Context: an optimization exercise on an open-source flow, tuned for small area and a short achievable clock period. The choices shown serve that exercise and are no tape-out recipe. In this exercise RTL edits were held to simulation tests only and were not proved equivalent to the original. Power is estimated from default activity; no workload was simulated.

### design/flow/config.mk
export PLATFORM = sky130hd
export DESIGN_NAME = fc_layer
export DESIGN_NICKNAME = fc_layer
export VERILOG_FILES = /design/flow/design.v
export SDC_FILE = /design/flow/constraint.sdc
export NUM_CORES = 4
export LEC_CHECK = 0
export ABC_CLOCK_PERIOD_IN_PS = 2500
export CAP_MARGIN = 20
export CORE_MARGIN = 2
export CORE_UTILIZATION = 40
export CTS_CLUSTER_DIAMETER = 100
export CTS_CLUSTER_SIZE = 20
export SLEW_MARGIN = 20
### design/flow/constraint.sdc
create_clock -name core_clock -period 8.0 [get_ports {clk}]
set_input_delay 1.6000 -clock core_clock [delete_from_list [all_inputs] [get_ports {clk}]]
set_output_delay 1.6000 -clock core_clock [all_outputs]
set_load 0.01 [all_outputs]
### design/flow/design.v
`timescale 1ns/1ps
module fc_layer (
    input  logic        clk,
    input  logic        rstn,
    input  logic        r_valid,
    input  logic [31:0] in_data,
    output logic        t_valid,
    output logic [31:0] out_data
);
    logic [3:0] cnt;
    logic       w_first, w_second, w_weight, w_bias;
    assign w_first  = r_valid && (cnt == 4'd2 || cnt == 4'd4 || cnt == 4'd6 || cnt == 4'd8);
    assign w_second = r_valid && (cnt == 4'd3 || cnt == 4'd5 || cnt == 4'd7 || cnt == 4'd9);
    assign w_weight = w_first || w_second;
    assign w_bias   = r_valid && (cnt == 4'd10);
    logic       start0;   
    logic       fin0;     
    logic       sb0;      
    logic [1:0] nid0;     
    always_ff @(posedge clk or negedge rstn) begin
        if (!rstn) begin
            cnt <= '0;
            sb0 <= 1'b0;
        end else begin
            if (r_valid) cnt <= (cnt == 4'd10) ? 4'd0 : cnt + 4'd1;
            sb0 <= w_bias;
        end
    end
    always_ff @(posedge clk) begin
        start0 <= w_first;
        fin0   <= w_second && (cnt != 4'd9);
        nid0   <= cnt[2:1] - 2'd1;
    end
    logic [31:0] feat_a, feat_b, feat_p;
    always_ff @(posedge clk) begin
        if (r_valid && cnt == 4'd0) feat_a <= in_data;
        if (r_valid && cnt == 4'd1) feat_b <= in_data;
        feat_p <= (cnt == 4'd10) ? 32'h0100_0000 : cnt[0] ? feat_b : feat_a;
    end
    logic [3:0] neg0, one0, two0, neg1, one1, two1, neg2, one2, two2, neg3, one3, two3;
    for (genvar k = 0; k < 4; k++) begin : g_enc
        logic [8:0] wx;
        logic [3:0] ng, on, tw;
        logic [3:0] ng_q, on_q, tw_q;
        assign wx = {in_data[8*k +: 8], 1'b0};
        for (genvar m = 0; m < 4; m++) begin : g_dig
            assign ng[m] = wx[2*m+2];
            assign on[m] = wx[2*m+1] ^ wx[2*m];
            assign tw[m] = (wx[2*m+2] & ~wx[2*m+1] & ~wx[2*m]) | (~wx[2*m+2] & wx[2*m+1] & wx[2*m]);
        end
        always_ff @(posedge clk) begin
            ng_q <= ng & {4{r_valid}};
            on_q <= on & {4{r_valid}};
            tw_q <= tw & {4{r_valid}};
        end
    end
    assign {neg0, one0, two0} = {g_enc[0].ng_q, g_enc[0].on_q, g_enc[0].tw_q};
    assign {neg1, one1, two1} = {g_enc[1].ng_q, g_enc[1].on_q, g_enc[1].tw_q};
    assign {neg2, one2, two2} = {g_enc[2].ng_q, g_enc[2].on_q, g_enc[2].tw_q};
    assign {neg3, one3, two3} = {g_enc[3].ng_q, g_enc[3].on_q, g_enc[3].tw_q};
    logic [7:0] bias_b [3];
    assign bias_b[0] = {neg0[3], one0[3] ^ neg0[2], neg0[2], one0[2] ^ neg0[1], neg0[1], one0[1] ^ neg0[0], neg0[0], one0[0]};
    assign bias_b[1] = {neg1[3], one1[3] ^ neg1[2], neg1[2], one1[2] ^ neg1[1], neg1[1], one1[1] ^ neg1[0], neg1[0], one1[0]};
    assign bias_b[2] = {neg2[3], one2[3] ^ neg2[2], neg2[2], one2[2] ^ neg2[1], neg2[1], one2[1] ^ neg2[0], neg2[0], one2[0]};
    logic [7:0] xf0, xf1, xf2, xf3;
    assign {xf3, xf2, xf1, xf0} = feat_p;
    logic [18:0] acc_s, acc_c, acc_sk, acc_ck;
    logic        keep1;
    assign acc_sk = acc_s & {19{keep1}};
    assign acc_ck = acc_c & {19{keep1}};
    wire r0 = ((one0[0] & xf0[0])) ^ neg0[0];
    wire r1 = ((one0[0] & xf0[1]) | (two0[0] & xf0[0])) ^ neg0[0];
    wire r2 = ((one0[0] & xf0[2]) | (two0[0] & xf0[1])) ^ neg0[0];
    wire r3 = ((one0[0] & xf0[3]) | (two0[0] & xf0[2])) ^ neg0[0];
    wire r4 = ((one0[0] & xf0[4]) | (two0[0] & xf0[3])) ^ neg0[0];
    wire r5 = ((one0[0] & xf0[5]) | (two0[0] & xf0[4])) ^ neg0[0];
    wire r6 = ((one0[0] & xf0[6]) | (two0[0] & xf0[5])) ^ neg0[0];
    wire r7 = ((one0[0] & xf0[7]) | (two0[0] & xf0[6])) ^ neg0[0];
    wire r8 = ((one0[0] & xf0[7]) | (two0[0] & xf0[7])) ^ neg0[0];
    wire r9 = ~(((one0[0] & xf0[7]) | (two0[0] & xf0[7])) ^ neg0[0]);
    wire r10 = ((one0[1] & xf0[0])) ^ neg0[1];
    wire r11 = ((one0[1] & xf0[1]) | (two0[1] & xf0[0])) ^ neg0[1];
    wire r12 = ((one0[1] & xf0[2]) | (two0[1] & xf0[1])) ^ neg0[1];
    wire r13 = ((one0[1] & xf0[3]) | (two0[1] & xf0[2])) ^ neg0[1];
    wire r14 = ((one0[1] & xf0[4]) | (two0[1] & xf0[3])) ^ neg0[1];
    wire r15 = ((one0[1] & xf0[5]) | (two0[1] & xf0[4])) ^ neg0[1];
    wire r16 = ((one0[1] & xf0[6]) | (two0[1] & xf0[5])) ^ neg0[1];
    wire r17 = ((one0[1] & xf0[7]) | (two0[1] & xf0[6])) ^ neg0[1];
    wire r18 = ((one0[1] & xf0[7]) | (two0[1] & xf0[7])) ^ neg0[1];
    wire r19 = ~(((one0[1] & xf0[7]) | (two0[1] & xf0[7])) ^ neg0[1]);
    wire r20 = ((one0[2] & xf0[0])) ^ neg0[2];
    wire r21 = ((one0[2] & xf0[1]) | (two0[2] & xf0[0])) ^ neg0[2];
    wire r22 = ((one0[2] & xf0[2]) | (two0[2] & xf0[1])) ^ neg0[2];
    wire r23 = ((one0[2] & xf0[3]) | (two0[2] & xf0[2])) ^ neg0[2];
    wire r24 = ((one0[2] & xf0[4]) | (two0[2] & xf0[3])) ^ neg0[2];
    wire r25 = ((one0[2] & xf0[5]) | (two0[2] & xf0[4])) ^ neg0[2];
    wire r26 = ((one0[2] & xf0[6]) | (two0[2] & xf0[5])) ^ neg0[2];
    wire r27 = ((one0[2] & xf0[7]) | (two0[2] & xf0[6])) ^ neg0[2];
    wire r28 = ((one0[2] & xf0[7]) | (two0[2] & xf0[7])) ^ neg0[2];
    wire r29 = ~(((one0[2] & xf0[7]) | (two0[2] & xf0[7])) ^ neg0[2]);
    wire r30 = ((one0[3] & xf0[0])) ^ neg0[3];
    wire r31 = ((one0[3] & xf0[1]) | (two0[3] & xf0[0])) ^ neg0[3];
    wire r32 = ((one0[3] & xf0[2]) | (two0[3] & xf0[1])) ^ neg0[3];
    wire r33 = ((one0[3] & xf0[3]) | (two0[3] & xf0[2])) ^ neg0[3];
    wire r34 = ((one0[3] & xf0[4]) | (two0[3] & xf0[3])) ^ neg0[3];
    wire r35 = ((one0[3] & xf0[5]) | (two0[3] & xf0[4])) ^ neg0[3];
    wire r36 = ((one0[3] & xf0[6]) | (two0[3] & xf0[5])) ^ neg0[3];
    wire r37 = ((one0[3] & xf0[7]) | (two0[3] & xf0[6])) ^ neg0[3];
    wire r38 = ((one0[3] & xf0[7]) | (two0[3] & xf0[7])) ^ neg0[3];
    wire r39 = ~(((one0[3] & xf0[7]) | (two0[3] & xf0[7])) ^ neg0[3]);
    wire r40 = ((one1[0] & xf1[0])) ^ neg1[0];
    wire r41 = ((one1[0] & xf1[1]) | (two1[0] & xf1[0])) ^ neg1[0];
    wire r42 = ((one1[0] & xf1[2]) | (two1[0] & xf1[1])) ^ neg1[0];
    wire r43 = ((one1[0] & xf1[3]) | (two1[0] & xf1[2])) ^ neg1[0];
    wire r44 = ((one1[0] & xf1[4]) | (two1[0] & xf1[3])) ^ neg1[0];
    wire r45 = ((one1[0] & xf1[5]) | (two1[0] & xf1[4])) ^ neg1[0];
    wire r46 = ((one1[0] & xf1[6]) | (two1[0] & xf1[5])) ^ neg1[0];
    wire r47 = ((one1[0] & xf1[7]) | (two1[0] & xf1[6])) ^ neg1[0];
    wire r48 = ((one1[0] & xf1[7]) | (two1[0] & xf1[7])) ^ neg1[0];
    wire r49 = ~(((one1[0] & xf1[7]) | (two1[0] & xf1[7])) ^ neg1[0]);
    wire r50 = ((one1[1] & xf1[0])) ^ neg1[1];
    wire r51 = ((one1[1] & xf1[1]) | (two1[1] & xf1[0])) ^ neg1[1];
    wire r52 = ((one1[1] & xf1[2]) | (two1[1] & xf1[1])) ^ neg1[1];
    wire r53 = ((one1[1] & xf1[3]) | (two1[1] & xf1[2])) ^ neg1[1];
    wire r54 = ((one1[1] & xf1[4]) | (two1[1] & xf1[3])) ^ neg1[1];
    wire r55 = ((one1[1] & xf1[5]) | (two1[1] & xf1[4])) ^ neg1[1];
    wire r56 = ((one1[1] & xf1[6]) | (two1[1] & xf1[5])) ^ neg1[1];
    wire r57 = ((one1[1] & xf1[7]) | (two1[1] & xf1[6])) ^ neg1[1];
    wire r58 = ((one1[1] & xf1[7]) | (two1[1] & xf1[7])) ^ neg1[1];
    wire r59 = ~(((one1[1] & xf1[7]) | (two1[1] & xf1[7])) ^ neg1[1]);
    wire r60 = ((one1[2] & xf1[0])) ^ neg1[2];
    wire r61 = ((one1[2] & xf1[1]) | (two1[2] & xf1[0])) ^ neg1[2];
    wire r62 = ((one1[2] & xf1[2]) | (two1[2] & xf1[1])) ^ neg1[2];
    wire r63 = ((one1[2] & xf1[3]) | (two1[2] & xf1[2])) ^ neg1[2];
    wire r64 = ((one1[2] & xf1[4]) | (two1[2] & xf1[3])) ^ neg1[2];
    wire r65 = ((one1[2] & xf1[5]) | (two1[2] & xf1[4])) ^ neg1[2];
    wire r66 = ((one1[2] & xf1[6]) | (two1[2] & xf1[5])) ^ neg1[2];
    wire r67 = ((one1[2] & xf1[7]) | (two1[2] & xf1[6])) ^ neg1[2];
    wire r68 = ((one1[2] & xf1[7]) | (two1[2] & xf1[7])) ^ neg1[2];
    wire r69 = ~(((one1[2] & xf1[7]) | (two1[2] & xf1[7])) ^ neg1[2]);
    wire r70 = ((one1[3] & xf1[0])) ^ neg1[3];
    wire r71 = ((one1[3] & xf1[1]) | (two1[3] & xf1[0])) ^ neg1[3];
    wire r72 = ((one1[3] & xf1[2]) | (two1[3] & xf1[1])) ^ neg1[3];
    wire r73 = ((one1[3] & xf1[3]) | (two1[3] & xf1[2])) ^ neg1[3];
    wire r74 = ((one1[3] & xf1[4]) | (two1[3] & xf1[3])) ^ neg1[3];
    wire r75 = ((one1[3] & xf1[5]) | (two1[3] & xf1[4])) ^ neg1[3];
    wire r76 = ((one1[3] & xf1[6]) | (two1[3] & xf1[5])) ^ neg1[3];
    wire r77 = ((one1[3] & xf1[7]) | (two1[3] & xf1[6])) ^ neg1[3];
    wire r78 = ((one1[3] & xf1[7]) | (two1[3] & xf1[7])) ^ neg1[3];
    wire r79 = ~(((one1[3] & xf1[7]) | (two1[3] & xf1[7])) ^ neg1[3]);
    wire r80 = ((one2[0] & xf2[0])) ^ neg2[0];
    wire r81 = ((one2[0] & xf2[1]) | (two2[0] & xf2[0])) ^ neg2[0];
    wire r82 = ((one2[0] & xf2[2]) | (two2[0] & xf2[1])) ^ neg2[0];
    wire r83 = ((one2[0] & xf2[3]) | (two2[0] & xf2[2])) ^ neg2[0];
    wire r84 = ((one2[0] & xf2[4]) | (two2[0] & xf2[3])) ^ neg2[0];
    wire r85 = ((one2[0] & xf2[5]) | (two2[0] & xf2[4])) ^ neg2[0];
    wire r86 = ((one2[0] & xf2[6]) | (two2[0] & xf2[5])) ^ neg2[0];
    wire r87 = ((one2[0] & xf2[7]) | (two2[0] & xf2[6])) ^ neg2[0];
    wire r88 = ((one2[0] & xf2[7]) | (two2[0] & xf2[7])) ^ neg2[0];
    wire r89 = ~(((one2[0] & xf2[7]) | (two2[0] & xf2[7])) ^ neg2[0]);
    wire r90 = ((one2[1] & xf2[0])) ^ neg2[1];
    wire r91 = ((one2[1] & xf2[1]) | (two2[1] & xf2[0])) ^ neg2[1];
    wire r92 = ((one2[1] & xf2[2]) | (two2[1] & xf2[1])) ^ neg2[1];
    wire r93 = ((one2[1] & xf2[3]) | (two2[1] & xf2[2])) ^ neg2[1];
    wire r94 = ((one2[1] & xf2[4]) | (two2[1] & xf2[3])) ^ neg2[1];
    wire r95 = ((one2[1] & xf2[5]) | (two2[1] & xf2[4])) ^ neg2[1];
    wire r96 = ((one2[1] & xf2[6]) | (two2[1] & xf2[5])) ^ neg2[1];
    wire r97 = ((one2[1] & xf2[7]) | (two2[1] & xf2[6])) ^ neg2[1];
    wire r98 = ((one2[1] & xf2[7]) | (two2[1] & xf2[7])) ^ neg2[1];
    wire r99 = ~(((one2[1] & xf2[7]) | (two2[1] & xf2[7])) ^ neg2[1]);
    wire r100 = ((one2[2] & xf2[0])) ^ neg2[2];
    wire r101 = ((one2[2] & xf2[1]) | (two2[2] & xf2[0])) ^ neg2[2];
    wire r102 = ((one2[2] & xf2[2]) | (two2[2] & xf2[1])) ^ neg2[2];
    wire r103 = ((one2[2] & xf2[3]) | (two2[2] & xf2[2])) ^ neg2[2];
    wire r104 = ((one2[2] & xf2[4]) | (two2[2] & xf2[3])) ^ neg2[2];
    wire r105 = ((one2[2] & xf2[5]) | (two2[2] & xf2[4])) ^ neg2[2];
    wire r106 = ((one2[2] & xf2[6]) | (two2[2] & xf2[5])) ^ neg2[2];
    wire r107 = ((one2[2] & xf2[7]) | (two2[2] & xf2[6])) ^ neg2[2];
    wire r108 = ((one2[2] & xf2[7]) | (two2[2] & xf2[7])) ^ neg2[2];
    wire r109 = ~(((one2[2] & xf2[7]) | (two2[2] & xf2[7])) ^ neg2[2]);
    wire r110 = ((one2[3] & xf2[0])) ^ neg2[3];
    wire r111 = ((one2[3] & xf2[1]) | (two2[3] & xf2[0])) ^ neg2[3];
    wire r112 = ((one2[3] & xf2[2]) | (two2[3] & xf2[1])) ^ neg2[3];
    wire r113 = ((one2[3] & xf2[3]) | (two2[3] & xf2[2])) ^ neg2[3];
    wire r114 = ((one2[3] & xf2[4]) | (two2[3] & xf2[3])) ^ neg2[3];
    wire r115 = ((one2[3] & xf2[5]) | (two2[3] & xf2[4])) ^ neg2[3];
    wire r116 = ((one2[3] & xf2[6]) | (two2[3] & xf2[5])) ^ neg2[3];
    wire r117 = ((one2[3] & xf2[7]) | (two2[3] & xf2[6])) ^ neg2[3];
    wire r118 = ((one2[3] & xf2[7]) | (two2[3] & xf2[7])) ^ neg2[3];
    wire r119 = ~(((one2[3] & xf2[7]) | (two2[3] & xf2[7])) ^ neg2[3]);
    wire r120 = ((one3[0] & xf3[0])) ^ neg3[0];
    wire r121 = ((one3[0] & xf3[1]) | (two3[0] & xf3[0])) ^ neg3[0];
    wire r122 = ((one3[0] & xf3[2]) | (two3[0] & xf3[1])) ^ neg3[0];
    wire r123 = ((one3[0] & xf3[3]) | (two3[0] & xf3[2])) ^ neg3[0];
    wire r124 = ((one3[0] & xf3[4]) | (two3[0] & xf3[3])) ^ neg3[0];
    wire r125 = ((one3[0] & xf3[5]) | (two3[0] & xf3[4])) ^ neg3[0];
    wire r126 = ((one3[0] & xf3[6]) | (two3[0] & xf3[5])) ^ neg3[0];
    wire r127 = ((one3[0] & xf3[7]) | (two3[0] & xf3[6])) ^ neg3[0];
    wire r128 = ((one3[0] & xf3[7]) | (two3[0] & xf3[7])) ^ neg3[0];
    wire r129 = ~(((one3[0] & xf3[7]) | (two3[0] & xf3[7])) ^ neg3[0]);
    wire r130 = ((one3[1] & xf3[0])) ^ neg3[1];
    wire r131 = ((one3[1] & xf3[1]) | (two3[1] & xf3[0])) ^ neg3[1];
    wire r132 = ((one3[1] & xf3[2]) | (two3[1] & xf3[1])) ^ neg3[1];
    wire r133 = ((one3[1] & xf3[3]) | (two3[1] & xf3[2])) ^ neg3[1];
    wire r134 = ((one3[1] & xf3[4]) | (two3[1] & xf3[3])) ^ neg3[1];
    wire r135 = ((one3[1] & xf3[5]) | (two3[1] & xf3[4])) ^ neg3[1];
    wire r136 = ((one3[1] & xf3[6]) | (two3[1] & xf3[5])) ^ neg3[1];
    wire r137 = ((one3[1] & xf3[7]) | (two3[1] & xf3[6])) ^ neg3[1];
    wire r138 = ((one3[1] & xf3[7]) | (two3[1] & xf3[7])) ^ neg3[1];
    wire r139 = ~(((one3[1] & xf3[7]) | (two3[1] & xf3[7])) ^ neg3[1]);
    wire r140 = ((one3[2] & xf3[0])) ^ neg3[2];
    wire r141 = ((one3[2] & xf3[1]) | (two3[2] & xf3[0])) ^ neg3[2];
    wire r142 = ((one3[2] & xf3[2]) | (two3[2] & xf3[1])) ^ neg3[2];
    wire r143 = ((one3[2] & xf3[3]) | (two3[2] & xf3[2])) ^ neg3[2];
    wire r144 = ((one3[2] & xf3[4]) | (two3[2] & xf3[3])) ^ neg3[2];
    wire r145 = ((one3[2] & xf3[5]) | (two3[2] & xf3[4])) ^ neg3[2];
    wire r146 = ((one3[2] & xf3[6]) | (two3[2] & xf3[5])) ^ neg3[2];
    wire r147 = ((one3[2] & xf3[7]) | (two3[2] & xf3[6])) ^ neg3[2];
    wire r148 = ((one3[2] & xf3[7]) | (two3[2] & xf3[7])) ^ neg3[2];
    wire r149 = ~(((one3[2] & xf3[7]) | (two3[2] & xf3[7])) ^ neg3[2]);
    wire r150 = ((one3[3] & xf3[0])) ^ neg3[3];
    wire r151 = ((one3[3] & xf3[1]) | (two3[3] & xf3[0])) ^ neg3[3];
    wire r152 = ((one3[3] & xf3[2]) | (two3[3] & xf3[1])) ^ neg3[3];
    wire r153 = ((one3[3] & xf3[3]) | (two3[3] & xf3[2])) ^ neg3[3];
    wire r154 = ((one3[3] & xf3[4]) | (two3[3] & xf3[3])) ^ neg3[3];
    wire r155 = ((one3[3] & xf3[5]) | (two3[3] & xf3[4])) ^ neg3[3];
    wire r156 = ((one3[3] & xf3[6]) | (two3[3] & xf3[5])) ^ neg3[3];
    wire r157 = ((one3[3] & xf3[7]) | (two3[3] & xf3[6])) ^ neg3[3];
    wire r158 = ((one3[3] & xf3[7]) | (two3[3] & xf3[7])) ^ neg3[3];
    wire r159 = ~(((one3[3] & xf3[7]) | (two3[3] & xf3[7])) ^ neg3[3]);
    wire x160 = neg0[0] ^ neg1[0];
    wire s161 = x160 ^ neg2[0];
    wire c162 = (neg0[0] & neg1[0]) | (neg2[0] & x160);
    wire x163 = neg0[1] ^ neg1[1];
    wire s164 = x163 ^ neg2[1];
    wire c165 = (neg0[1] & neg1[1]) | (neg2[1] & x163);
    wire x166 = neg3[1] ^ r2;
    wire s167 = x166 ^ r10;
    wire c168 = (neg3[1] & r2) | (r10 & x166);
    wire x169 = r42 ^ r50;
    wire s170 = x169 ^ r82;
    wire c171 = (r42 & r50) | (r82 & x169);
    wire x172 = c165 ^ r3;
    wire s173 = x172 ^ r11;
    wire c174 = (c165 & r3) | (r11 & x172);
    wire x175 = r43 ^ r51;
    wire s176 = x175 ^ r83;
    wire c177 = (r43 & r51) | (r83 & x175);
    wire s178 = r91 ^ r123;
    wire c179 = r91 & r123;
    wire x180 = neg0[2] ^ neg1[2];
    wire s181 = x180 ^ neg2[2];
    wire c182 = (neg0[2] & neg1[2]) | (neg2[2] & x180);
    wire x183 = neg3[2] ^ r4;
    wire s184 = x183 ^ r12;
    wire c185 = (neg3[2] & r4) | (r12 & x183);
    wire x186 = r20 ^ r44;
    wire s187 = x186 ^ r52;
    wire c188 = (r20 & r44) | (r52 & x186);
    wire x189 = r60 ^ r84;
    wire s190 = x189 ^ r92;
    wire c191 = (r60 & r84) | (r92 & x189);
    wire x192 = r100 ^ r124;
    wire s193 = x192 ^ r132;
    wire c194 = (r100 & r124) | (r132 & x192);
    wire x195 = r140 ^ s181;
    wire s196 = x195 ^ c179;
    wire c197 = (r140 & s181) | (c179 & x195);
    wire s198 = c174 ^ c177;
    wire c199 = c174 & c177;
    wire x200 = c182 ^ r5;
    wire s201 = x200 ^ r13;
    wire c202 = (c182 & r5) | (r13 & x200);
    wire x203 = r21 ^ r45;
    wire s204 = x203 ^ r53;
    wire c205 = (r21 & r45) | (r53 & x203);
    wire x206 = r61 ^ r85;
    wire s207 = x206 ^ r93;
    wire c208 = (r61 & r85) | (r93 & x206);
    wire x209 = r101 ^ r125;
    wire s210 = x209 ^ r133;
    wire c211 = (r101 & r125) | (r133 & x209);
    wire x212 = r141 ^ c185;
    wire s213 = x212 ^ c188;
    wire c214 = (r141 & c185) | (c188 & x212);
    wire x215 = c191 ^ c194;
    wire s216 = x215 ^ s201;
    wire c217 = (c191 & c194) | (s201 & x215);
    wire s218 = s204 ^ s207;
    wire c219 = s204 & s207;
    wire x220 = neg0[3] ^ neg1[3];
    wire s221 = x220 ^ neg2[3];
    wire c222 = (neg0[3] & neg1[3]) | (neg2[3] & x220);
    wire x223 = neg3[3] ^ r6;
    wire s224 = x223 ^ r14;
    wire c225 = (neg3[3] & r6) | (r14 & x223);
    wire x226 = r22 ^ r30;
    wire s227 = x226 ^ r46;
    wire c228 = (r22 & r30) | (r46 & x226);
    wire x229 = r54 ^ r62;
    wire s230 = x229 ^ r70;
    wire c231 = (r54 & r62) | (r70 & x229);
    wire x232 = r86 ^ r94;
    wire s233 = x232 ^ r102;
    wire c234 = (r86 & r94) | (r102 & x232);
    wire x235 = r110 ^ r126;
    wire s236 = x235 ^ r134;
    wire c237 = (r110 & r126) | (r134 & x235);
    wire x238 = r142 ^ r150;
    wire s239 = x238 ^ s221;
    wire c240 = (r142 & r150) | (s221 & x238);
    wire x241 = c202 ^ c205;
    wire s242 = x241 ^ c208;
    wire c243 = (c202 & c205) | (c208 & x241);
    wire x244 = c211 ^ s224;
    wire s245 = x244 ^ s227;
    wire c246 = (c211 & s224) | (s227 & x244);
    wire x247 = s230 ^ s233;
    wire s248 = x247 ^ s236;
    wire c249 = (s230 & s233) | (s236 & x247);
    wire s250 = s239 ^ c219;
    wire c251 = s239 & c219;
    wire x252 = c222 ^ r7;
    wire s253 = x252 ^ r15;
    wire c254 = (c222 & r7) | (r15 & x252);
    wire x255 = r23 ^ r31;
    wire s256 = x255 ^ r47;
    wire c257 = (r23 & r31) | (r47 & x255);
    wire x258 = r55 ^ r63;
    wire s259 = x258 ^ r71;
    wire c260 = (r55 & r63) | (r71 & x258);
    wire x261 = r87 ^ r95;
    wire s262 = x261 ^ r103;
    wire c263 = (r87 & r95) | (r103 & x261);
    wire x264 = r111 ^ r127;
    wire s265 = x264 ^ r135;
    wire c266 = (r111 & r127) | (r135 & x264);
    wire x267 = r143 ^ r151;
    wire s268 = x267 ^ c225;
    wire c269 = (r143 & r151) | (c225 & x267);
    wire x270 = c228 ^ c231;
    wire s271 = x270 ^ c234;
    wire c272 = (c228 & c231) | (c234 & x270);
    wire x273 = c237 ^ c240;
    wire s274 = x273 ^ s253;
    wire c275 = (c237 & c240) | (s253 & x273);
    wire x276 = s256 ^ s259;
    wire s277 = x276 ^ s262;
    wire c278 = (s256 & s259) | (s262 & x276);
    wire x279 = s265 ^ c243;
    wire s280 = x279 ^ c246;
    wire c281 = (s265 & c243) | (c246 & x279);
    wire s282 = c249 ^ s268;
    wire c283 = c249 & s268;
    wire x284 = r8 ^ r16;
    wire s285 = x284 ^ r24;
    wire c286 = (r8 & r16) | (r24 & x284);
    wire x287 = r32 ^ r48;
    wire s288 = x287 ^ r56;
    wire c289 = (r32 & r48) | (r56 & x287);
    wire x290 = r64 ^ r72;
    wire s291 = x290 ^ r88;
    wire c292 = (r64 & r72) | (r88 & x290);
    wire x293 = r96 ^ r104;
    wire s294 = x293 ^ r112;
    wire c295 = (r96 & r104) | (r112 & x293);
    wire x296 = r128 ^ r136;
    wire s297 = x296 ^ r144;
    wire c298 = (r128 & r136) | (r144 & x296);
    wire x299 = r152 ^ c254;
    wire s300 = x299 ^ c257;
    wire c301 = (r152 & c254) | (c257 & x299);
    wire x302 = c260 ^ c263;
    wire s303 = x302 ^ c266;
    wire c304 = (c260 & c263) | (c266 & x302);
    wire x305 = s285 ^ s288;
    wire s306 = x305 ^ s291;
    wire c307 = (s285 & s288) | (s291 & x305);
    wire x308 = s294 ^ s297;
    wire s309 = x308 ^ c269;
    wire c310 = (s294 & s297) | (c269 & x308);
    wire x311 = c272 ^ c275;
    wire s312 = x311 ^ c278;
    wire c313 = (c272 & c275) | (c278 & x311);
    wire s314 = s300 ^ s303;
    wire c315 = s300 & s303;
    wire x316 = r9 ^ r17;
    wire s317 = x316 ^ r25;
    wire c318 = (r9 & r17) | (r25 & x316);
    wire x319 = r33 ^ r49;
    wire s320 = x319 ^ r57;
    wire c321 = (r33 & r49) | (r57 & x319);
    wire x322 = r65 ^ r73;
    wire s323 = x322 ^ r89;
    wire c324 = (r65 & r73) | (r89 & x322);
    wire x325 = r97 ^ r105;
    wire s326 = x325 ^ r113;
    wire c327 = (r97 & r105) | (r113 & x325);
    wire x328 = r129 ^ r137;
    wire s329 = x328 ^ r145;
    wire c330 = (r129 & r137) | (r145 & x328);
    wire x331 = r153 ^ c286;
    wire s332 = x331 ^ c289;
    wire c333 = (r153 & c286) | (c289 & x331);
    wire x334 = c292 ^ c295;
    wire s335 = x334 ^ c298;
    wire c336 = (c292 & c295) | (c298 & x334);
    wire x337 = s317 ^ s320;
    wire s338 = x337 ^ s323;
    wire c339 = (s317 & s320) | (s323 & x337);
    wire x340 = s326 ^ s329;
    wire s341 = x340 ^ c301;
    wire c342 = (s326 & s329) | (c301 & x340);
    wire x343 = c304 ^ c307;
    wire s344 = x343 ^ s332;
    wire c345 = (c304 & c307) | (s332 & x343);
    wire s346 = s335 ^ s338;
    wire c347 = s335 & s338;
    wire x348 = r18 ^ r26;
    wire s349 = x348 ^ r34;
    wire c350 = (r18 & r26) | (r34 & x348);
    wire x351 = r58 ^ r66;
    wire s352 = x351 ^ r74;
    wire c353 = (r58 & r66) | (r74 & x351);
    wire x354 = r98 ^ r106;
    wire s355 = x354 ^ r114;
    wire c356 = (r98 & r106) | (r114 & x354);
    wire x357 = r138 ^ r146;
    wire s358 = x357 ^ r154;
    wire c359 = (r138 & r146) | (r154 & x357);
    wire x360 = c318 ^ c321;
    wire s361 = x360 ^ c324;
    wire c362 = (c318 & c321) | (c324 & x360);
    wire x363 = c327 ^ c330;
    wire s364 = x363 ^ s349;
    wire c365 = (c327 & c330) | (s349 & x363);
    wire x366 = s352 ^ s355;
    wire s367 = x366 ^ s358;
    wire c368 = (s352 & s355) | (s358 & x366);
    wire x369 = c333 ^ c336;
    wire s370 = x369 ^ c339;
    wire c371 = (c333 & c336) | (c339 & x369);
    wire s372 = s361 ^ s364;
    wire c373 = s361 & s364;
    wire x374 = 1'b1 ^ r19;
    wire s375 = x374 ^ r27;
    wire c376 = (1'b1 & r19) | (r27 & x374);
    wire x377 = r35 ^ r59;
    wire s378 = x377 ^ r67;
    wire c379 = (r35 & r59) | (r67 & x377);
    wire x380 = r75 ^ r99;
    wire s381 = x380 ^ r107;
    wire c382 = (r75 & r99) | (r107 & x380);
    wire x383 = r115 ^ r139;
    wire s384 = x383 ^ r147;
    wire c385 = (r115 & r139) | (r147 & x383);
    wire x386 = r155 ^ c350;
    wire s387 = x386 ^ c353;
    wire c388 = (r155 & c350) | (c353 & x386);
    wire x389 = c356 ^ c359;
    wire s390 = x389 ^ s375;
    wire c391 = (c356 & c359) | (s375 & x389);
    wire x392 = s378 ^ s381;
    wire s393 = x392 ^ s384;
    wire c394 = (s378 & s381) | (s384 & x392);
    wire x395 = c362 ^ c365;
    wire s396 = x395 ^ c368;
    wire c397 = (c362 & c365) | (c368 & x395);
    wire x398 = 1'b1 ^ r28;
    wire s399 = x398 ^ r36;
    wire c400 = (1'b1 & r28) | (r36 & x398);
    wire x401 = r68 ^ r76;
    wire s402 = x401 ^ r108;
    wire c403 = (r68 & r76) | (r108 & x401);
    wire x404 = r116 ^ r148;
    wire s405 = x404 ^ r156;
    wire c406 = (r116 & r148) | (r156 & x404);
    wire x407 = c376 ^ c379;
    wire s408 = x407 ^ c382;
    wire c409 = (c376 & c379) | (c382 & x407);
    wire x410 = c385 ^ s399;
    wire s411 = x410 ^ s402;
    wire c412 = (c385 & s399) | (s402 & x410);
    wire s413 = s405 ^ c388;
    wire c414 = s405 & c388;
    wire x415 = r29 ^ r37;
    wire s416 = x415 ^ r69;
    wire c417 = (r29 & r37) | (r69 & x415);
    wire x418 = r77 ^ r109;
    wire s419 = x418 ^ r117;
    wire c420 = (r77 & r109) | (r117 & x418);
    wire x421 = r149 ^ r157;
    wire s422 = x421 ^ c400;
    wire c423 = (r149 & r157) | (c400 & x421);
    wire x424 = c403 ^ c406;
    wire s425 = x424 ^ s416;
    wire c426 = (c403 & c406) | (s416 & x424);
    wire x427 = 1'b1 ^ r38;
    wire s428 = x427 ^ r78;
    wire c429 = (1'b1 & r38) | (r78 & x427);
    wire s430 = r118 ^ r158;
    wire c431 = r118 & r158;
    logic pa0_0, pa0_1, pa0_2, pa0_3, pa0_4, pa0_5, pa1_0, pa1_1, pa1_2, pa1_3, pa1_4, pa2_0, pa2_1, pa2_2, pa2_3, pa2_4, pa2_5, pa3_0, pa3_1, pa3_2, pa3_3, pa3_4, pa3_5, pa4_0, pa4_1, pa4_2, pa4_3, pa4_4, pa4_5, pa5_0, pa5_1, pa5_2, pa5_3, pa5_4, pa5_5, pa6_0, pa6_1, pa6_2, pa6_3, pa6_4, pa6_5, pa7_0, pa7_1, pa7_2, pa7_3, pa7_4, pa7_5, pa8_0, pa8_1, pa8_2, pa8_3, pa8_4, pa8_5, pa9_0, pa9_1, pa9_2, pa9_3, pa9_4, pa9_5, pa10_0, pa10_1, pa10_2, pa10_3, pa10_4, pa10_5, pa11_0, pa11_1, pa11_2, pa11_3, pa11_4, pa11_5, pa12_0, pa12_1, pa12_2, pa12_3, pa12_4, pa12_5, pa13_0, pa13_1, pa13_2, pa13_3, pa13_4, pa13_5, pa14_0, pa14_1, pa14_2, pa14_3, pa14_4, pa14_5, pa15_0, pa15_1, pa15_2, pa15_3, pa15_4, pa15_5;
    always_ff @(posedge clk) begin
        pa0_0 <= neg3[0];
        pa0_1 <= r0;
        pa0_2 <= r40;
        pa0_3 <= r80;
        pa0_4 <= r120;
        pa0_5 <= s161;
        pa1_0 <= r1;
        pa1_1 <= r41;
        pa1_2 <= r81;
        pa1_3 <= r121;
        pa1_4 <= c162;
        pa2_0 <= r90;
        pa2_1 <= r122;
        pa2_2 <= r130;
        pa2_3 <= s164;
        pa2_4 <= s167;
        pa2_5 <= s170;
        pa3_0 <= r131;
        pa3_1 <= c168;
        pa3_2 <= c171;
        pa3_3 <= s173;
        pa3_4 <= s176;
        pa3_5 <= s178;
        pa4_0 <= s184;
        pa4_1 <= s187;
        pa4_2 <= s190;
        pa4_3 <= s193;
        pa4_4 <= s196;
        pa4_5 <= s198;
        pa5_0 <= s210;
        pa5_1 <= c197;
        pa5_2 <= c199;
        pa5_3 <= s213;
        pa5_4 <= s216;
        pa5_5 <= s218;
        pa6_0 <= c214;
        pa6_1 <= c217;
        pa6_2 <= s242;
        pa6_3 <= s245;
        pa6_4 <= s248;
        pa6_5 <= s250;
        pa7_0 <= s271;
        pa7_1 <= c251;
        pa7_2 <= s274;
        pa7_3 <= s277;
        pa7_4 <= s280;
        pa7_5 <= s282;
        pa8_0 <= s306;
        pa8_1 <= c283;
        pa8_2 <= c281;
        pa8_3 <= s309;
        pa8_4 <= s312;
        pa8_5 <= s314;
        pa9_0 <= c315;
        pa9_1 <= c310;
        pa9_2 <= c313;
        pa9_3 <= s341;
        pa9_4 <= s344;
        pa9_5 <= s346;
        pa10_0 <= s367;
        pa10_1 <= c347;
        pa10_2 <= c342;
        pa10_3 <= c345;
        pa10_4 <= s370;
        pa10_5 <= s372;
        pa11_0 <= s387;
        pa11_1 <= s390;
        pa11_2 <= s393;
        pa11_3 <= c373;
        pa11_4 <= c371;
        pa11_5 <= s396;
        pa12_0 <= c391;
        pa12_1 <= c394;
        pa12_2 <= s408;
        pa12_3 <= s411;
        pa12_4 <= c397;
        pa12_5 <= s413;
        pa13_0 <= s419;
        pa13_1 <= c409;
        pa13_2 <= c412;
        pa13_3 <= s422;
        pa13_4 <= c414;
        pa13_5 <= s425;
        pa14_0 <= c417;
        pa14_1 <= c420;
        pa14_2 <= s428;
        pa14_3 <= c423;
        pa14_4 <= c426;
        pa14_5 <= s430;
        pa15_0 <= r39;
        pa15_1 <= r79;
        pa15_2 <= r119;
        pa15_3 <= r159;
        pa15_4 <= c429;
        pa15_5 <= c431;
    end
    wire x432 = pa0_0 ^ pa0_1;
    wire s433 = x432 ^ pa0_2;
    wire c434 = (pa0_0 & pa0_1) | (pa0_2 & x432);
    wire x435 = pa0_3 ^ pa0_4;
    wire s436 = x435 ^ pa0_5;
    wire c437 = (pa0_3 & pa0_4) | (pa0_5 & x435);
    wire x438 = acc_sk[0] ^ acc_ck[0];
    wire s439 = x438 ^ s433;
    wire c440 = (acc_sk[0] & acc_ck[0]) | (s433 & x438);
    wire x441 = pa1_0 ^ pa1_1;
    wire s442 = x441 ^ pa1_2;
    wire c443 = (pa1_0 & pa1_1) | (pa1_2 & x441);
    wire x444 = pa1_3 ^ pa1_4;
    wire s445 = x444 ^ acc_sk[1];
    wire c446 = (pa1_3 & pa1_4) | (acc_sk[1] & x444);
    wire x447 = acc_ck[1] ^ c434;
    wire s448 = x447 ^ c437;
    wire c449 = (acc_ck[1] & c434) | (c437 & x447);
    wire x450 = s442 ^ s445;
    wire s451 = x450 ^ c440;
    wire c452 = (s442 & s445) | (c440 & x450);
    wire x453 = pa2_0 ^ pa2_1;
    wire s454 = x453 ^ pa2_2;
    wire c455 = (pa2_0 & pa2_1) | (pa2_2 & x453);
    wire x456 = pa2_3 ^ pa2_4;
    wire s457 = x456 ^ pa2_5;
    wire c458 = (pa2_3 & pa2_4) | (pa2_5 & x456);
    wire x459 = acc_sk[2] ^ acc_ck[2];
    wire s460 = x459 ^ c443;
    wire c461 = (acc_sk[2] & acc_ck[2]) | (c443 & x459);
    wire x462 = s454 ^ s457;
    wire s463 = x462 ^ c446;
    wire c464 = (s454 & s457) | (c446 & x462);
    wire x465 = c449 ^ s460;
    wire s466 = x465 ^ s463;
    wire c467 = (c449 & s460) | (s463 & x465);
    wire x468 = pa3_0 ^ pa3_1;
    wire s469 = x468 ^ pa3_2;
    wire c470 = (pa3_0 & pa3_1) | (pa3_2 & x468);
    wire x471 = pa3_3 ^ pa3_4;
    wire s472 = x471 ^ pa3_5;
    wire c473 = (pa3_3 & pa3_4) | (pa3_5 & x471);
    wire x474 = acc_sk[3] ^ acc_ck[3];
    wire s475 = x474 ^ c455;
    wire c476 = (acc_sk[3] & acc_ck[3]) | (c455 & x474);
    wire x477 = c458 ^ s469;
    wire s478 = x477 ^ s472;
    wire c479 = (c458 & s469) | (s472 & x477);
    wire x480 = c461 ^ s475;
    wire s481 = x480 ^ s478;
    wire c482 = (c461 & s475) | (s478 & x480);
    wire s483 = c464 ^ s481;
    wire c484 = c464 & s481;
    wire x485 = pa4_0 ^ pa4_1;
    wire s486 = x485 ^ pa4_2;
    wire c487 = (pa4_0 & pa4_1) | (pa4_2 & x485);
    wire x488 = pa4_3 ^ pa4_4;
    wire s489 = x488 ^ pa4_5;
    wire c490 = (pa4_3 & pa4_4) | (pa4_5 & x488);
    wire x491 = acc_sk[4] ^ acc_ck[4];
    wire s492 = x491 ^ c470;
    wire c493 = (acc_sk[4] & acc_ck[4]) | (c470 & x491);
    wire x494 = c473 ^ s486;
    wire s495 = x494 ^ s489;
    wire c496 = (c473 & s486) | (s489 & x494);
    wire x497 = c476 ^ c479;
    wire s498 = x497 ^ s492;
    wire c499 = (c476 & c479) | (s492 & x497);
    wire x500 = s495 ^ c482;
    wire s501 = x500 ^ s498;
    wire c502 = (s495 & c482) | (s498 & x500);
    wire x503 = pa5_0 ^ pa5_1;
    wire s504 = x503 ^ pa5_2;
    wire c505 = (pa5_0 & pa5_1) | (pa5_2 & x503);
    wire x506 = pa5_3 ^ pa5_4;
    wire s507 = x506 ^ pa5_5;
    wire c508 = (pa5_3 & pa5_4) | (pa5_5 & x506);
    wire x509 = acc_sk[5] ^ acc_ck[5];
    wire s510 = x509 ^ c487;
    wire c511 = (acc_sk[5] & acc_ck[5]) | (c487 & x509);
    wire x512 = c490 ^ s504;
    wire s513 = x512 ^ s507;
    wire c514 = (c490 & s504) | (s507 & x512);
    wire x515 = c493 ^ c496;
    wire s516 = x515 ^ s510;
    wire c517 = (c493 & c496) | (s510 & x515);
    wire x518 = s513 ^ c499;
    wire s519 = x518 ^ s516;
    wire c520 = (s513 & c499) | (s516 & x518);
    wire x521 = pa6_0 ^ pa6_1;
    wire s522 = x521 ^ pa6_2;
    wire c523 = (pa6_0 & pa6_1) | (pa6_2 & x521);
    wire x524 = pa6_3 ^ pa6_4;
    wire s525 = x524 ^ pa6_5;
    wire c526 = (pa6_3 & pa6_4) | (pa6_5 & x524);
    wire x527 = acc_sk[6] ^ acc_ck[6];
    wire s528 = x527 ^ c505;
    wire c529 = (acc_sk[6] & acc_ck[6]) | (c505 & x527);
    wire x530 = c508 ^ s522;
    wire s531 = x530 ^ s525;
    wire c532 = (c508 & s522) | (s525 & x530);
    wire x533 = c511 ^ c514;
    wire s534 = x533 ^ s528;
    wire c535 = (c511 & c514) | (s528 & x533);
    wire x536 = s531 ^ c517;
    wire s537 = x536 ^ s534;
    wire c538 = (s531 & c517) | (s534 & x536);
    wire x539 = pa7_0 ^ pa7_1;
    wire s540 = x539 ^ pa7_2;
    wire c541 = (pa7_0 & pa7_1) | (pa7_2 & x539);
    wire x542 = pa7_3 ^ pa7_4;
    wire s543 = x542 ^ pa7_5;
    wire c544 = (pa7_3 & pa7_4) | (pa7_5 & x542);
    wire x545 = acc_sk[7] ^ acc_ck[7];
    wire s546 = x545 ^ c523;
    wire c547 = (acc_sk[7] & acc_ck[7]) | (c523 & x545);
    wire x548 = c526 ^ s540;
    wire s549 = x548 ^ s543;
    wire c550 = (c526 & s540) | (s543 & x548);
    wire x551 = c529 ^ c532;
    wire s552 = x551 ^ s546;
    wire c553 = (c529 & c532) | (s546 & x551);
    wire x554 = s549 ^ c535;
    wire s555 = x554 ^ s552;
    wire c556 = (s549 & c535) | (s552 & x554);
    wire x557 = pa8_0 ^ pa8_1;
    wire s558 = x557 ^ pa8_2;
    wire c559 = (pa8_0 & pa8_1) | (pa8_2 & x557);
    wire x560 = pa8_3 ^ pa8_4;
    wire s561 = x560 ^ pa8_5;
    wire c562 = (pa8_3 & pa8_4) | (pa8_5 & x560);
    wire x563 = acc_sk[8] ^ acc_ck[8];
    wire s564 = x563 ^ c541;
    wire c565 = (acc_sk[8] & acc_ck[8]) | (c541 & x563);
    wire x566 = c544 ^ s558;
    wire s567 = x566 ^ s561;
    wire c568 = (c544 & s558) | (s561 & x566);
    wire x569 = c547 ^ c550;
    wire s570 = x569 ^ s564;
    wire c571 = (c547 & c550) | (s564 & x569);
    wire x572 = s567 ^ c553;
    wire s573 = x572 ^ s570;
    wire c574 = (s567 & c553) | (s570 & x572);
    wire x575 = pa9_0 ^ pa9_1;
    wire s576 = x575 ^ pa9_2;
    wire c577 = (pa9_0 & pa9_1) | (pa9_2 & x575);
    wire x578 = pa9_3 ^ pa9_4;
    wire s579 = x578 ^ pa9_5;
    wire c580 = (pa9_3 & pa9_4) | (pa9_5 & x578);
    wire x581 = acc_sk[9] ^ acc_ck[9];
    wire s582 = x581 ^ c559;
    wire c583 = (acc_sk[9] & acc_ck[9]) | (c559 & x581);
    wire x584 = c562 ^ s576;
    wire s585 = x584 ^ s579;
    wire c586 = (c562 & s576) | (s579 & x584);
    wire x587 = c565 ^ c568;
    wire s588 = x587 ^ s582;
    wire c589 = (c565 & c568) | (s582 & x587);
    wire x590 = s585 ^ c571;
    wire s591 = x590 ^ s588;
    wire c592 = (s585 & c571) | (s588 & x590);
    wire x593 = pa10_0 ^ pa10_1;
    wire s594 = x593 ^ pa10_2;
    wire c595 = (pa10_0 & pa10_1) | (pa10_2 & x593);
    wire x596 = pa10_3 ^ pa10_4;
    wire s597 = x596 ^ pa10_5;
    wire c598 = (pa10_3 & pa10_4) | (pa10_5 & x596);
    wire x599 = acc_sk[10] ^ acc_ck[10];
    wire s600 = x599 ^ c577;
    wire c601 = (acc_sk[10] & acc_ck[10]) | (c577 & x599);
    wire x602 = c580 ^ s594;
    wire s603 = x602 ^ s597;
    wire c604 = (c580 & s594) | (s597 & x602);
    wire x605 = c583 ^ c586;
    wire s606 = x605 ^ s600;
    wire c607 = (c583 & c586) | (s600 & x605);
    wire x608 = s603 ^ c589;
    wire s609 = x608 ^ s606;
    wire c610 = (s603 & c589) | (s606 & x608);
    wire x611 = pa11_0 ^ pa11_1;
    wire s612 = x611 ^ pa11_2;
    wire c613 = (pa11_0 & pa11_1) | (pa11_2 & x611);
    wire x614 = pa11_3 ^ pa11_4;
    wire s615 = x614 ^ pa11_5;
    wire c616 = (pa11_3 & pa11_4) | (pa11_5 & x614);
    wire x617 = acc_sk[11] ^ acc_ck[11];
    wire s618 = x617 ^ c595;
    wire c619 = (acc_sk[11] & acc_ck[11]) | (c595 & x617);
    wire x620 = c598 ^ s612;
    wire s621 = x620 ^ s615;
    wire c622 = (c598 & s612) | (s615 & x620);
    wire x623 = c601 ^ c604;
    wire s624 = x623 ^ s618;
    wire c625 = (c601 & c604) | (s618 & x623);
    wire x626 = s621 ^ c607;
    wire s627 = x626 ^ s624;
    wire c628 = (s621 & c607) | (s624 & x626);
    wire x629 = pa12_0 ^ pa12_1;
    wire s630 = x629 ^ pa12_2;
    wire c631 = (pa12_0 & pa12_1) | (pa12_2 & x629);
    wire x632 = pa12_3 ^ pa12_4;
    wire s633 = x632 ^ pa12_5;
    wire c634 = (pa12_3 & pa12_4) | (pa12_5 & x632);
    wire x635 = acc_sk[12] ^ acc_ck[12];
    wire s636 = x635 ^ c613;
    wire c637 = (acc_sk[12] & acc_ck[12]) | (c613 & x635);
    wire x638 = c616 ^ s630;
    wire s639 = x638 ^ s633;
    wire c640 = (c616 & s630) | (s633 & x638);
    wire x641 = c619 ^ c622;
    wire s642 = x641 ^ s636;
    wire c643 = (c619 & c622) | (s636 & x641);
    wire x644 = s639 ^ c625;
    wire s645 = x644 ^ s642;
    wire c646 = (s639 & c625) | (s642 & x644);
    wire x647 = pa13_0 ^ pa13_1;
    wire s648 = x647 ^ pa13_2;
    wire c649 = (pa13_0 & pa13_1) | (pa13_2 & x647);
    wire x650 = pa13_3 ^ pa13_4;
    wire s651 = x650 ^ pa13_5;
    wire c652 = (pa13_3 & pa13_4) | (pa13_5 & x650);
    wire x653 = acc_sk[13] ^ acc_ck[13];
    wire s654 = x653 ^ c631;
    wire c655 = (acc_sk[13] & acc_ck[13]) | (c631 & x653);
    wire x656 = c634 ^ s648;
    wire s657 = x656 ^ s651;
    wire c658 = (c634 & s648) | (s651 & x656);
    wire x659 = c637 ^ c640;
    wire s660 = x659 ^ s654;
    wire c661 = (c637 & c640) | (s654 & x659);
    wire x662 = s657 ^ c643;
    wire s663 = x662 ^ s660;
    wire c664 = (s657 & c643) | (s660 & x662);
    wire x665 = pa14_0 ^ pa14_1;
    wire s666 = x665 ^ pa14_2;
    wire c667 = (pa14_0 & pa14_1) | (pa14_2 & x665);
    wire x668 = pa14_3 ^ pa14_4;
    wire s669 = x668 ^ pa14_5;
    wire c670 = (pa14_3 & pa14_4) | (pa14_5 & x668);
    wire x671 = acc_sk[14] ^ acc_ck[14];
    wire s672 = x671 ^ c649;
    wire c673 = (acc_sk[14] & acc_ck[14]) | (c649 & x671);
    wire x674 = c652 ^ s666;
    wire s675 = x674 ^ s669;
    wire c676 = (c652 & s666) | (s669 & x674);
    wire x677 = c655 ^ c658;
    wire s678 = x677 ^ s672;
    wire c679 = (c655 & c658) | (s672 & x677);
    wire x680 = s675 ^ c661;
    wire s681 = x680 ^ s678;
    wire c682 = (s675 & c661) | (s678 & x680);
    wire x683 = pa15_0 ^ pa15_1;
    wire s684 = x683 ^ pa15_2;
    wire c685 = (pa15_0 & pa15_1) | (pa15_2 & x683);
    wire x686 = pa15_3 ^ pa15_4;
    wire s687 = x686 ^ pa15_5;
    wire c688 = (pa15_3 & pa15_4) | (pa15_5 & x686);
    wire x689 = acc_sk[15] ^ acc_ck[15];
    wire s690 = x689 ^ c667;
    wire c691 = (acc_sk[15] & acc_ck[15]) | (c667 & x689);
    wire x692 = c670 ^ s684;
    wire s693 = x692 ^ s687;
    wire c694 = (c670 & s684) | (s687 & x692);
    wire x695 = c673 ^ c676;
    wire s696 = x695 ^ s690;
    wire c697 = (c673 & c676) | (s690 & x695);
    wire x698 = s693 ^ c679;
    wire s699 = x698 ^ s696;
    wire c700 = (s693 & c679) | (s696 & x698);
    wire x701 = 1'b1 ^ acc_sk[16];
    wire s702 = x701 ^ acc_ck[16];
    wire c703 = (1'b1 & acc_sk[16]) | (acc_ck[16] & x701);
    wire x704 = c685 ^ c688;
    wire s705 = x704 ^ s702;
    wire c706 = (c685 & c688) | (s702 & x704);
    wire x707 = c691 ^ c694;
    wire s708 = x707 ^ s705;
    wire c709 = (c691 & c694) | (s705 & x707);
    wire s710 = c697 ^ s708;
    wire c711 = c697 & s708;
    wire x712 = acc_sk[17] ^ acc_ck[17];
    wire s713 = x712 ^ c703;
    wire c714 = (acc_sk[17] & acc_ck[17]) | (c703 & x712);
    wire x715 = c706 ^ s713;
    wire s716 = x715 ^ c709;
    wire c717 = (c706 & s713) | (c709 & x715);
    wire x718 = 1'b1 ^ acc_sk[18];
    wire s719 = x718 ^ acc_ck[18];
    wire s720 = s719 ^ c714;
    always_ff @(posedge clk) begin
        acc_s <= {c717, c711, c700, c682, c664, c646, c628, c610, c592, c574, c556, c538, c520, c502, c484, c467, c452, s448, s436};
        acc_c <= {s720, s716, s710, s699, s681, s663, s645, s627, s609, s591, s573, s555, s537, s519, s501, s483, s466, s451, s439};
    end
    logic       fin1, sb1, fin2, sb2;
    logic [1:0] nid1, nid2;
    always_ff @(posedge clk or negedge rstn) begin
        if (!rstn) begin
            sb1     <= 1'b0;
            sb2     <= 1'b0;
        end else begin
            sb1     <= sb0;
            sb2     <= sb1;
        end
    end
    always_ff @(posedge clk) begin
        t_valid <= sb2;
        keep1 <= !start0;
        fin1  <= fin0;
        nid1  <= nid0;
        fin2  <= fin1;
        nid2  <= nid1;
    end
    logic [18:0] tot;
    assign tot = acc_s + acc_c;
    logic signed [10:0] tot_hi;
    assign tot_hi = tot[18:8];
    logic signed [10:0] held_h [3];
    logic [7:0]         held_l [3];
    always_ff @(posedge clk) begin
        for (int j = 0; j < 3; j++) begin
            if (fin2 && nid2 == 2'(j)) begin
                held_h[j] <= tot_hi;
                held_l[j] <= tot[7:0];
            end
        end
    end
    function automatic logic [7:0] sat(input logic signed [11:0] z);
        if (z > 12'sd127) sat = 8'h7f;
        else if (z < -12'sd128) sat = 8'h80;
        else sat = z[7:0];
    endfunction
    logic [7:0] cand_dn [3];
    logic [7:0] cand_eq [3];
    logic [7:0] cand_up [3];
    logic [2:0] bias_co, bias_neg;
    for (genvar j = 0; j < 3; j++) begin : g_fin
        logic [8:0] lo_sum;
        assign cand_dn[j] = sat({held_h[j][10], held_h[j]} - 12'd1);
        assign cand_eq[j] = sat({held_h[j][10], held_h[j]});
        assign cand_up[j] = sat({held_h[j][10], held_h[j]} + 12'd1);
        assign lo_sum     = {1'b0, held_l[j]} + {1'b0, bias_b[j]};
        always_ff @(posedge clk) begin
            if (sb0) begin
                bias_co[j]  <= lo_sum[8];
                bias_neg[j] <= bias_b[j][7];
            end
        end
    end
    always_ff @(posedge clk) begin
        for (int j = 0; j < 3; j++)
            out_data[31-8*j -: 8] <= bias_co[j] ? (bias_neg[j] ? cand_eq[j] : cand_up[j])
                                                : (bias_neg[j] ? cand_dn[j] : cand_eq[j]);
        out_data[7:0] <= (tot_hi > 11'sd127) ? 8'h7f : (tot_hi < -11'sd128) ? 8'h80 : tot_hi[7:0];
    end
endmodule
### design/flow/flow/run.sh
#!/bin/bash
# Standard layout, with strong buffers on the ports, sizing free to change a
# cell's footprint, and timing repair aiming 5.4 ns past the 8 ns clock. The
# make output goes to flow_make.log here; each ORFS step keeps its own log
# under orfs/logs.
set -euo pipefail
bash standard.sh \
    BUFFER_PORTS_ARGS="-buffer_cell sky130_fd_sc_hd__buf_4" \
    MATCH_CELL_FOOTPRINT=0 \
    SETUP_SLACK_MARGIN=5.4 \
    finish > flow_make.log 2>&1
### design/flow/standard.sh
#!/bin/bash
# synth_recipe.tcl (not shown) runs the flow's synth.tcl, then flattens the netlist and writes it again
# the make line also repeats each setting of config.mk as NAME=value (left out here)
make -C /OpenROAD-flow-scripts/flow DESIGN_CONFIG=/design/flow/config.mk WORK_HOME=/design/flow/orfs CLKGATE_MAP_FILE= SYNTH_SCRIPT=/design/flow/synth_recipe.tcl "${@:-finish}"
==> metrics.cfg, run 1 <==
[route]
firstDrtPassIters = 5
wl_per_cell_um = 20.1
routed_via_density = 5.21
drc = 0
routed_wl_um = 53400
drtAntennaViolNets = 0
via_count = 13800
drtIter0Drc = 838

[power_and_ir_drop]
power_density_nw_per_um2 = 429
power.total_mw = 10.1
vdd_ir_drop_max_uv = 239
p_leak_nw = 9.39

[setup_path]
slowest_delay_ps = 360
worstPathArrival_ps = 1030
worstSetupStartpointType = flip-flop
worstPathRequired_ps = 6400
critical_path.max_fanout = 1
slowest_stage = dfxtp_2
timing.critical_path.buf_inv = 1
critPathCaptureType = output pin
cp_top_family = flip-flops
path_cells = buf_6
crit_type = flip-flop to output pin

[yosys]
ys.flop_type = dfxtp_1
synth_edf_count = 127
syn_inst = 1940
synth.avg_cell_area_um2 = 10.9
synth-seq-cells = 391
ys_seq_area_share_pct = 43.3
ys.warnings.count = 7
async_flop_share_pct = 1.79
synthDistinctLibCells = 76
netlist_area_um2 = 21100
synth.net_count = 2212

[finish]
regArea_um2 = 9250
fillerInstances = 4919
fin_area_um2 = 23500
final_util_pct = 44.9
final_cell_count_no_fill = 2658
nets = 2223
multi_input_area_um2 = 10900
synthToLayoutAreaGrowth_pct = 11.5
drive_gt1_share_pct = 13.7

[cts]
clock_path_buffers = 3
ctsHtreeMaxLevel = 1
cts_root_buffer = clkbuf_16
cts.sinks = 391
cts_tree = yes
hold_buffers = 0
clk_latency_ps = 590
clkTransAtPathRegs_ps = 90
cts_buffers = 26

[sta]
slew_headroom_pct = 33.8
setup_viol = 0
drv_slew = 0
hold_viol = 0
final.min_clock_period_ps = 2630
tns_ps = 0
rsz0062_at_grt = true
worstMarginPinSlew_ps = 993
fin_ws_ps = 5370
fin_skew_ps = 39.7
hold_ws_ps = 328
finalCritPeriodShare_pct = 32.9
fmax_mhz = 380

[global_route]
grt_pass1_vias = 14100
grt_pass1_wl_um = 82600
grt_max_degree = 39
antenna_found_initial = 0
grt-ovfl-total = 0
grt_usage_pct = 19.7

[status]
status = timing/DRC/antenna clean

[place]
hpwl_um = 40500
portBuffers = 67
post-place-ws_ps = 4400
gp_congestion = 0.932
dp_cells = 2581
dpl_cell_area_um2 = 22000

[die]
coreArea_um2 = 52300
die_y_um = 234
num_rows = 84
die_w_um = 234
initial_core_util_pct = 40.3
design.die.area_um2 = 54600
top_level_ports = 68

[flow_run]
drv_cap = 0

[hold_path]
hp-class = flip-flop to flip-flop

==> cells by family (layout without fill, tap and decap cells) <==
| kind of cell | count (synthesis) | in the layout | synth area share, % |
|---|---|---|---|
| AOI/OAI and AO/OA | 410 | 410 | 13.3 |
| buffers and inverters | 314 | 339 | 5.74 |
| other | 0 | 1 | 0 |
| adders and majority gates | 237 | 237 | 20.3 |
| and+or+nand+nor | 377 | 381 | 8.56 |
| xor gates and xnor gates | 207 | 207 | 8.59 |
| muxes | 4 | 4 | 0.190 |
| DFF | 391 | 391 | 43.3 |
==> layout make-up <==
type	count	share of cell area, %
clock buffers	39	3.06
diodes	1	0.0106
repair buffers	98	3.81
clock inverters	7	0.521
flip-flops and latches	391	39.3
multi-input cells	1239	46.5
repair inverters	1	0.0213
inverters	194	3.13
well taps	688	3.66
==> flip-flops by register name, summed over array words and instances (netlist names), 19 cells and up <==
signal / cells
feat_b: 32
acc_s: 19
acc_c: 19
held_l: 24
held_h: 33
out_data: 32
feat_a: 32
feat_p: 32
==> cells in the mapped netlist, types with 9 or more instances <==
cell type	count	share of area (%)
nand3_1	24	0.57
and2_1	26	0.77
nor3_1	13	0.31
clkbuf_1	103	1.8
a211oi_1	9	0.32
and3_1	9	0.27
edfxtp_1	127	18
nor4_1	11	0.33
nor2b_1	12	0.36
xor2_1	54	2.2
a21o_1	9	0.32
a31oi_1	9	0.27
a22oi_1	112	4.0
o21ai_0	76	1.8
dfxtp_1	257	24
a21oi_1	78	1.9
nand2_1	119	2.1
a22o_1	34	1.4
inv_1	191	3.4
xnor2_1	153	6.4
fa_1	175	17
buf_2	11	0.26
ha_1	62	3.7
nor2_1	109	1.9
nand2b_1	15	0.44
==> layer usage <==
metal	GRT usage (%)	vias up	routed length (um)
li1	-	6558	-
met1	25.7	6838	22900
met2	34.3	369	26400
met3	2.28	82	2190
met4	5.50	0	1820
met5	0	-	0
==> repair_timing <==
item,4_1_cts,5_1_grt
pin swaps,11,11
buffers inserted,6,18
cloned,3,3
endpoints found under the setup margin,129,103
resized for setup,93,57
==> power breakdown <==
group | internal (mW) | total (mW) | switching, mW
Combinational | 2.23 | 5.24 | 3.01
Clock | 0.679 | 1.40 | 0.719
Sequential | 2.91 | 3.45 | 0.535
==> final timing paths <==
check                                 start          end  slack [ps]  depth (start not counted)
worst max-delay path            out_data[3]  out_data[3]        5370                          1
worst min-delay path                   fin1         fin2         330                          0
worst max register to register     acc_c[0]  out_data[2]        5370                         11
worst min register to register         fin1         fin2         330                          0
max in group asynchronous              rstn       cnt[0]        7070                          1
min in group asynchronous              rstn          sb1         810                          1
==> cell usage in the layout (no fill, tap or decap), types with 14 or more instances in the layout <==
cell	Yosys	layout
a21oi_1	78	76
a22o_1	34	34
a22oi_1	112	112
and2_1	26	25
buf_4	1	61
buf_6	2	35
clkbuf_16	0	28
dfxtp_1	257	180
dfxtp_2	0	70
edfxtp_1	127	127
fa_1	175	174
ha_1	62	61
inv_1	191	189
nand2_1	119	119
nand2b_1	15	14
nand3_1	24	24
nor2_1	109	106
o21ai_0	76	74
xnor2_1	153	150
xor2_1	54	54
==> run 2: changes to the inputs <==
--- a/design/flow/config.mk
+++ b/design/flow/config.mk
@@ -7,6 +7,5 @@
 export LEC_CHECK = 0
-export ABC_CLOCK_PERIOD_IN_PS = 2500
 export CAP_MARGIN = 20
 export CORE_MARGIN = 2
-export CORE_UTILIZATION = 40
+export CORE_UTILIZATION = 80
 export CTS_CLUSTER_DIAMETER = 100
==> run 2 against run 1 <==
- still clean
- hold slack worse by 2.1 ps
- core utilization grew 43 points
- clock-buffer cell count stayed put
- clock power shrank 13%
- sequential power is essentially flat
- wire length grew 11%
- global-route usage rose by 23 points
- critical path type is now flip-flop to flip-flop
- largest cell class unchanged
- largest power group unchanged
==> metrics.cfg, run 2 <==
[route]
via_count = 15800  ; +14%
drtIter0Drc = 2189  ; +160%
routed_wl_um = 59200  ; +11%
drc = 0  ; unchanged
routed_via_density = 6.90  ; +32%
wl_per_cell_um = 25.8  ; +29%
dr_wl_met2_um = 28200  ; +6.7%
drtAntennaViolNets = 0  ; unchanged
top_layer_used = met5
firstDrtPassIters = 8  ; +3
met3_length_um = 5470  ; +150%
wl_met1_um = 19400  ; -15%

[sta]
hold_viol = 0  ; unchanged
fin_skew_ps = 16.6  ; -23.0 ps
setup_viol = 0  ; unchanged
finalCritPeriodShare_pct = 34.2  ; +1.3 points
drv_slew = 0  ; unchanged
fmax_mhz = 366  ; -3.8%
fin_ws_ps = 5270  ; -103 ps
slew_headroom_pct = 26.5  ; -7.2 points
tns_ps = 0  ; unchanged
worstMarginPinSlew_ps = 1100  ; +108 ps
rsz0062_at_grt = true
final.min_clock_period_ps = 2730  ; +103 ps

[setup_path]
worstPathRequired_ps = 8470  ; +2070 ps
crit_type = flip-flop to flip-flop
critPathCaptureType = flip-flop
worstSetupStartpointType = flip-flop
worstPathArrival_ps = 3200  ; +2170 ps
critical_path.max_fanout = 7  ; +6

[cts]
cts_tree = yes
cts_root_buffer = clkbuf_16
clkTransAtPathRegs_ps = 90  ; about the same
hold_buffers = 0  ; unchanged
ctsHtreeMaxLevel = 1  ; unchanged
clk_latency_ps = 560  ; -30 ps
cts_buffers = 23  ; -12%
clock_path_buffers = 3  ; unchanged
cts.sinks = 391  ; unchanged

[yosys]
synth.avg_cell_area_um2 = 10.9  ; unchanged
synth-seq-cells = 391  ; unchanged
synthDistinctLibCells = 76  ; unchanged
synth_top_area_share_pct = 24.4  ; unchanged
synth.net_count = 2212  ; unchanged
ys.flop_type = dfxtp_1
synth_edf_count = 127  ; unchanged
async_flop_share_pct = 1.79  ; unchanged
ys_top_cells_by_area = dfxtp_1, edfxtp_1, fa_1, xnor2_1, a22oi_1
ys.warnings.count = 7  ; unchanged
synth_most_common_cell = dfxtp_1
synth_common_cells = dfxtp_1, inv_1, fa_1, xnor2_1, edfxtp_1
syn_inst = 1940  ; unchanged
ys_seq_area_share_pct = 43.3  ; unchanged
netlist_area_um2 = 21100  ; unchanged
yosysTopAreaCell = dfxtp_1

[place]
gp_congestion = 0.989  ; +6.1%
dpl_cell_area_um2 = 21600  ; -2.0%
hpwl_um = 40800  ; +0.80%
portBuffers = 67  ; unchanged
post-place-ws_ps = 4450  ; +57.0 ps

[flow_run]
drv_cap = 0  ; unchanged

[die]
num_rows = 59  ; -30%
initial_core_util_pct = 81.2  ; +41 points
top_level_ports = 68  ; unchanged
die_w_um = 166  ; -29%
die_y_um = 166  ; -29%
coreArea_um2 = 26000  ; -50%
design.die.area_um2 = 27700  ; -49%

[global_route]
grt_pass1_wl_um = 90800  ; +10%
grt_max_degree = 38  ; -2.6%
grt_pass1_vias = 16500  ; +17%
grt_usage_pct = 42.8  ; +23 points
grt-ovfl-total = 0  ; unchanged
antenna_found_initial = 1  ; +1

[finish]
regMostFlops = held_h
fin_area_um2 = 22900  ; -2.9%
mostFrequentLayoutCells = inv_1, dfxtp_1, fa_1, xnor2_1, edfxtp_1
synthToLayoutAreaGrowth_pct = 8.33
drive_gt1_share_pct = 12.9  ; -0.78 points
n_antenna_cell = 0  ; -1
largest_register_ffs = 33  ; unchanged
final_common_cell = inv_1
nets = 2213  ; -0.45%
final_util_pct = 88.0  ; +43 points

[power_and_ir_drop]
vdd_ir_drop_max_uv = 341  ; +42%
p_leak_nw = 9.26  ; -1.3%
power.total_mw = 10.6  ; +5.1%
power_density_nw_per_um2 = 464  ; +8.2%

[hold_path]
hp-class = flip-flop to flip-flop

[status]
status = timing/DRC/antenna clean

## run 2: cell counts after synthesis
Identical to the previous run, type by type.
## run 2: per-layer routing
metal | global-route usage (%) | vias up
met5 | 0 | -
met4 | 33.4 | 2
met3 | 7.20 | 408
met2 | 71.2 | 1291
met1 | 49.6 | 7576
li1 | - | 6534
## run 2: cell families (layout without fill, tap and decap cells)
group | count (synthesis) | after routing | synth area share (%)
fa+ha+maj | 237 | 237 | 20.3
mux | 4 | 4 | 0.190
simple gates | 377 | 379 | 8.56
xor+xnor | 207 | 207 | 8.59
compound gates | 410 | 410 | 13.3
flops | 391 | 391 | 43.3
buf+inv | 314 | 329 | 5.74
## run 2: area by class of cell
type / instances / area (um2)
clock inverter: 2 / 17.5
fill: 1104 / 3130
tap: 335 / 419
inverter: 194 / 732
timing repair inverter: 1 / 5.00
multi-input combinational: 1237 / 10900
clock buffer: 39 / 646
sequential: 391 / 9240
timing repair buffer: 93 / 852
## run 2: worst paths after layout
kind / startpoint / endpoint / slack [ps] / depth (start not counted)
min in group asynchronous: rstn / cnt[0] / 850 / 1
worst max register to register: acc_c[0] / out_data[2] / 5270 / 12
max in group asynchronous: rstn / cnt[2] / 7010 / 1
worst max-delay path: acc_c[0] / out_data[2] / 5270 / 12
worst min-delay path: nid0[1] / nid1[1] / 330 / 0
worst min register to register: nid0[1] / nid1[1] / 330 / 0
## run 2: metrics by stage
| step | cells | hold WS, ps |
|---|---|---|
| after floorplan | 1940 | 310 |
| after global placement | 2228 | 313 |
| after detailed placement | 2228 | 316 |
| after CTS | 2283 | 329 |
| after global routing | 2292 | 344 |
| final | 2292 | 326 |
## run 2: worst max-delay path, stage by stage, from the launching register on
cell	delay, ps
dfxtp_2	370
ha_4	140
inv_2	50
fa_2	360
nand2b_4	180
a211oi_4	210
buf_6	170
o22ai_4	100
o31a_1	390
o32ai_2	180
o311ai_2	120
buf_4	180
a32oi_1	180
## run 2: report_power, final
group          switching (mW)  total (mW)  internal (mW)
logic                    3.52        5.91           2.39
registers               0.572        3.48           2.91
clock network           0.662        1.22          0.556
total                    4.75        10.6           5.85
## run 2: what timing repair did
item	4_1_cts	5_1_grt
resized for setup	55	94
endpoints found under the setup margin	111	89
cloned	3	1
buffers inserted	11	8
pin swaps	15	10
hold endpoints to repair	0	0

separate check: timing with driven ports:
In the flow no input, the clock included, has a driving cell. The finished layouts below were timed again as built, in two steps. Step 1, drivers: a clkbuf_16 drives clk and a buf_2 each remaining input, both assumed. Step 2 times the ports against the registers' clock, not the clock port: input delays grow and output delays shrink by t, the midpoint of the rising clock arrivals with the driver on. Slacks: ideal / step 1 / step 2; pairs: ideal / step 1.
run	shift t [ns]	setup slack, ns	worst setup path after step 2	worst slew at a driven data input, ns
run 1	0.631	5.369 / 5.312 / 4.886	input to register	0.05
run 2	0.599	5.266 / 5.266 / 4.875	input to register	0.05
After both steps setup and hold are still met in every run listed. For run 1, which loses most, drivers alone change the setup slack by -0.057 ns; drivers and shift together by -0.483 ns.
